This design comes from an exercise in tuning for small area, a short achievable clock period and few clock cycles per item on the open sky130 flow, not from production work. In this exercise RTL edits were held to simulation tests only and were not proved equivalent to the original. Power figures rest on the tool's default switching activity, not on a simulated workload.

==> flow/design.v (excerpt) <==
module alu_scalar_seq_module #(
    parameter int DATA_W = 8,
    parameter int DIM    = 5,
    localparam int NELEM = DIM * DIM,
    localparam int MAT_W = NELEM * DATA_W
) (
    input  logic              clk,
    input  logic              rst,
    input  logic              start,
    input  logic [MAT_W-1:0]  A_flat,
    input  logic [DATA_W-1:0] scalar,
    output logic [MAT_W-1:0]  C_flat,
    output logic              overflow_flag,
    output logic              busy,
    output logic              done
);
For scale: roughly 220 flip-flops, about 410 I/O pins.
clock: 9.0 ns
lec_check: 0
cap_margin: 20
core_margin: 2
core_utilization: 40
setup_slack_margin: 4
slew_margin: 20
standard.sh (not shown) runs the stock make flow with config.mk's settings and CLKGATE_MAP_FILE= SYNTH_SCRIPT=/design/flow/synth_recipe.tcl, a recipe that flattens the netlist after the stock synthesis.
==> flow/flow/run.sh <==
#!/bin/bash
# The standard layout (standard.sh) with three changes:
# - no full-adder extraction before ABC (ADDER_MAP_FILE empty), so that ABC sees whole logic
#   cones and can time them;
# - ABC maps the logic with flow/abc_delay.script, a delay-oriented mapping, instead of ORFS's
#   abc_speed.script; the rest of the synthesis is synth_recipe.tcl unchanged;
# - the port buffers are the smallest plain buffer instead of the delay cell buffer_ports picks.
set -euo pipefail
here=$(pwd)
export ADDER_MAP_FILE=
export BUFFER_PORTS_ARGS="-buffer_cell sky130_fd_sc_hd__buf_1"
export MY_ABC_SCRIPT=$here/flow/abc_delay.script
{ head -n 1 synth_recipe.tcl; cat flow/abc_proc.tcl; tail -n +2 synth_recipe.tcl; } > flow_synth.tcl
sed "s|SYNTH_SCRIPT=[^ ]*|SYNTH_SCRIPT=$here/flow_synth.tcl|" standard.sh > flow_standard.sh
bash flow_standard.sh synth > synth.log 2>&1
bash standard.sh > layout.log 2>&1
==> flow/flow/abc_delay.script <==
strash
&get -n
&fraig -x
&put
scorr
dc2
strash
&get -n
&dch -f
&nf {D}
&put
buffer -p
upsize {D}
dnsize {D}
stime -p
==> flow/flow/abc_proc.tcl <==
# ABC maps the logic with the script MY_ABC_SCRIPT names instead of ORFS's.
proc abc {args} {
  set i [lsearch -exact $args -script]
  if { $i >= 0 } { lset args [expr {$i + 1}] $::env(MY_ABC_SCRIPT) }
  yosys abc {*}$args
}
The first run produced a clean layout.
Testbench counts at the start, summed over its fixed seeds: cycles 1,920, items 960.
Rerun with:
--- a/flow/config.mk
+++ b/flow/config.mk
@@ -10 +10 @@
-export CORE_UTILIZATION = 40
+export CORE_UTILIZATION = 55
The new run ran to the end with no violations. Final area goes down by 1.4%. Sequential power is about the same. Global-route usage went up by 8.2 points. Register-to-register slack got worse by 280 ps. Combinational power barely changes. Count of clock-buffer cells in the layout fell by 5. Routed wire length decreases by 8.7%. Via count came out higher by 1.7%. Non-clock buffer count increases by 12.
Rerun with:
--- a/flow/flow/run.sh
+++ b/flow/flow/run.sh
@@ -2 +2 @@
-# The standard layout (standard.sh) with three changes:
+# The standard layout (standard.sh) with three changes to how it is made:
@@ -5,2 +5,3 @@
-# - ABC maps the logic with flow/abc_delay.script, a delay-oriented mapping, instead of ORFS's
-#   abc_speed.script; the rest of the synthesis is synth_recipe.tcl unchanged;
+# - ABC maps the logic with flow/abc_delay.script (best-delay mapping with area and edge recovery, then
+#   ABC's own buffering and sizing) instead of ORFS's abc_speed.script; the rest of the
+#   synthesis is synth_recipe.tcl unchanged, so the registers are the standard synthesis's;
@@ -7,0 +9 @@
+# Each step's output goes to synth.log and layout.log here, and ORFS's own logs under orfs/logs.
==> flow/flow/abc_delay.script (replaced) <==
strash
&get -n
&fraig -x
&put
scorr
dc2
strash
&get -n
&dch -f
&nf -p -E 100
&put
buffer -p
upsize
dnsize
stime -p
--- a/flow/config.mk
+++ b/flow/config.mk
@@ -10,2 +10,2 @@
-export CORE_UTILIZATION = 55
-export SETUP_SLACK_MARGIN = 4
+export CORE_UTILIZATION = 40
+export SETUP_SLACK_MARGIN = 3.8
After rerunning:
- The changed run completed with no timing, DRC or antenna violations
- combinational power shrinks by a few percent
- via count shrinks by a few percent
- sequential cell count does not change
- worst hold slack gains 3.6 ps
- count of clock-buffer cells in the layout grows by 4
- area after synthesis shrinks by a few percent
- final cell count shrinks slightly
- worst setup slack loses 77 ps
Rerun with:
--- a/flow/flow/run.sh
+++ b/flow/flow/run.sh
@@ -2 +2 @@
-# The standard layout (standard.sh) with three changes to how it is made:
+# The standard layout (standard.sh) with three changes:
@@ -5,3 +5,2 @@
-# - ABC maps the logic with flow/abc_delay.script (best-delay mapping with area and edge recovery, then
-#   ABC's own buffering and sizing) instead of ORFS's abc_speed.script; the rest of the
-#   synthesis is synth_recipe.tcl unchanged, so the registers are the standard synthesis's;
+# - ABC maps the logic with flow/abc_delay.script, a delay-oriented mapping, instead of ORFS's
+#   abc_speed.script; the rest of the synthesis is synth_recipe.tcl unchanged;
@@ -9 +7,0 @@
-# Each step's output goes to synth.log and layout.log here, and ORFS's own logs under orfs/logs.
--- a/flow/flow/abc_delay.script
+++ b/flow/flow/abc_delay.script
@@ -10 +10 @@
-&nf -p -E 100
+&nf -p
--- a/flow/config.mk
+++ b/flow/config.mk
@@ -11 +11 @@
-export SETUP_SLACK_MARGIN = 3.8
+export SETUP_SLACK_MARGIN = 4
Setup slack gets better by 170 ps.
Cell area climbs by 5.1%.
Fmax climbs by 3.4%.
Rerun with:
==> flow/flow/abc_delay.script (replaced) <==
strash
&get -n
&fraig -x
&put
scorr
dc2
strash
&get -n
&dch -f
&nf {D}
&put
buffer -p
upsize {D}
dnsize {D}
stime -p
--- a/flow/config.mk
+++ b/flow/config.mk
@@ -11 +11 @@
-export SETUP_SLACK_MARGIN = 4
+export SETUP_SLACK_MARGIN = 3.5
Effect:
- clock power barely changes
- cell area drops by a few percent
- global-route usage drops by 0.36 points
- worst setup slack is worse by 410 ps
- total power drops slightly
- combinational power drops by a few percent
- routed wire length drops by a few percent
- sequential share of layout area climbs by 0.74 points
- flip-flop and latch count stays the same

-- what the ideal ports hide --
How much do the figures lean on ideal ports? The routed layouts below were timed once more, with nothing changed but the port constraints. Step 1 (the two cells are an assumption about what drives the block):
set clk [get_ports {clk}]
set_driving_cell -lib_cell sky130_fd_sc_hd__clkbuf_16 $clk
set_driving_cell -lib_cell sky130_fd_sc_hd__buf_2 [delete_from_list [all_inputs] $clk]
Step 2 times the ports against the registers' clock, not the clock port: input delays grow and output delays shrink by t, the midpoint of the rising clock arrivals with the driver on. Three values: no drivers, after step 1, after step 2; two values: the first two.
run | shift t [ns] | setup slack, ns | worst hold slack (ns)
the first run | 0.627 | 3.878 / 3.911 / 3.284 | 0.549 / 0.549 / 0.549
the second run | 0.621 | 3.917 / 3.946 / 3.326 | 0.524 / 0.524 / 0.524
the third run | 0.614 | 3.840 / 3.816 / 3.202 | 0.527 / 0.527 / 0.527
the fourth run | 0.637 | 4.011 / 4.034 / 3.397 | 0.525 / 0.525 / 0.525
the fifth run | 0.627 | 3.603 / 3.611 / 2.985 | 0.549 / 0.549 / 0.549
After both steps every run listed still meets setup and hold. The setup slack of the third run, which loses most, moves by -0.024 ns with the drivers and by -0.638 ns with both steps.
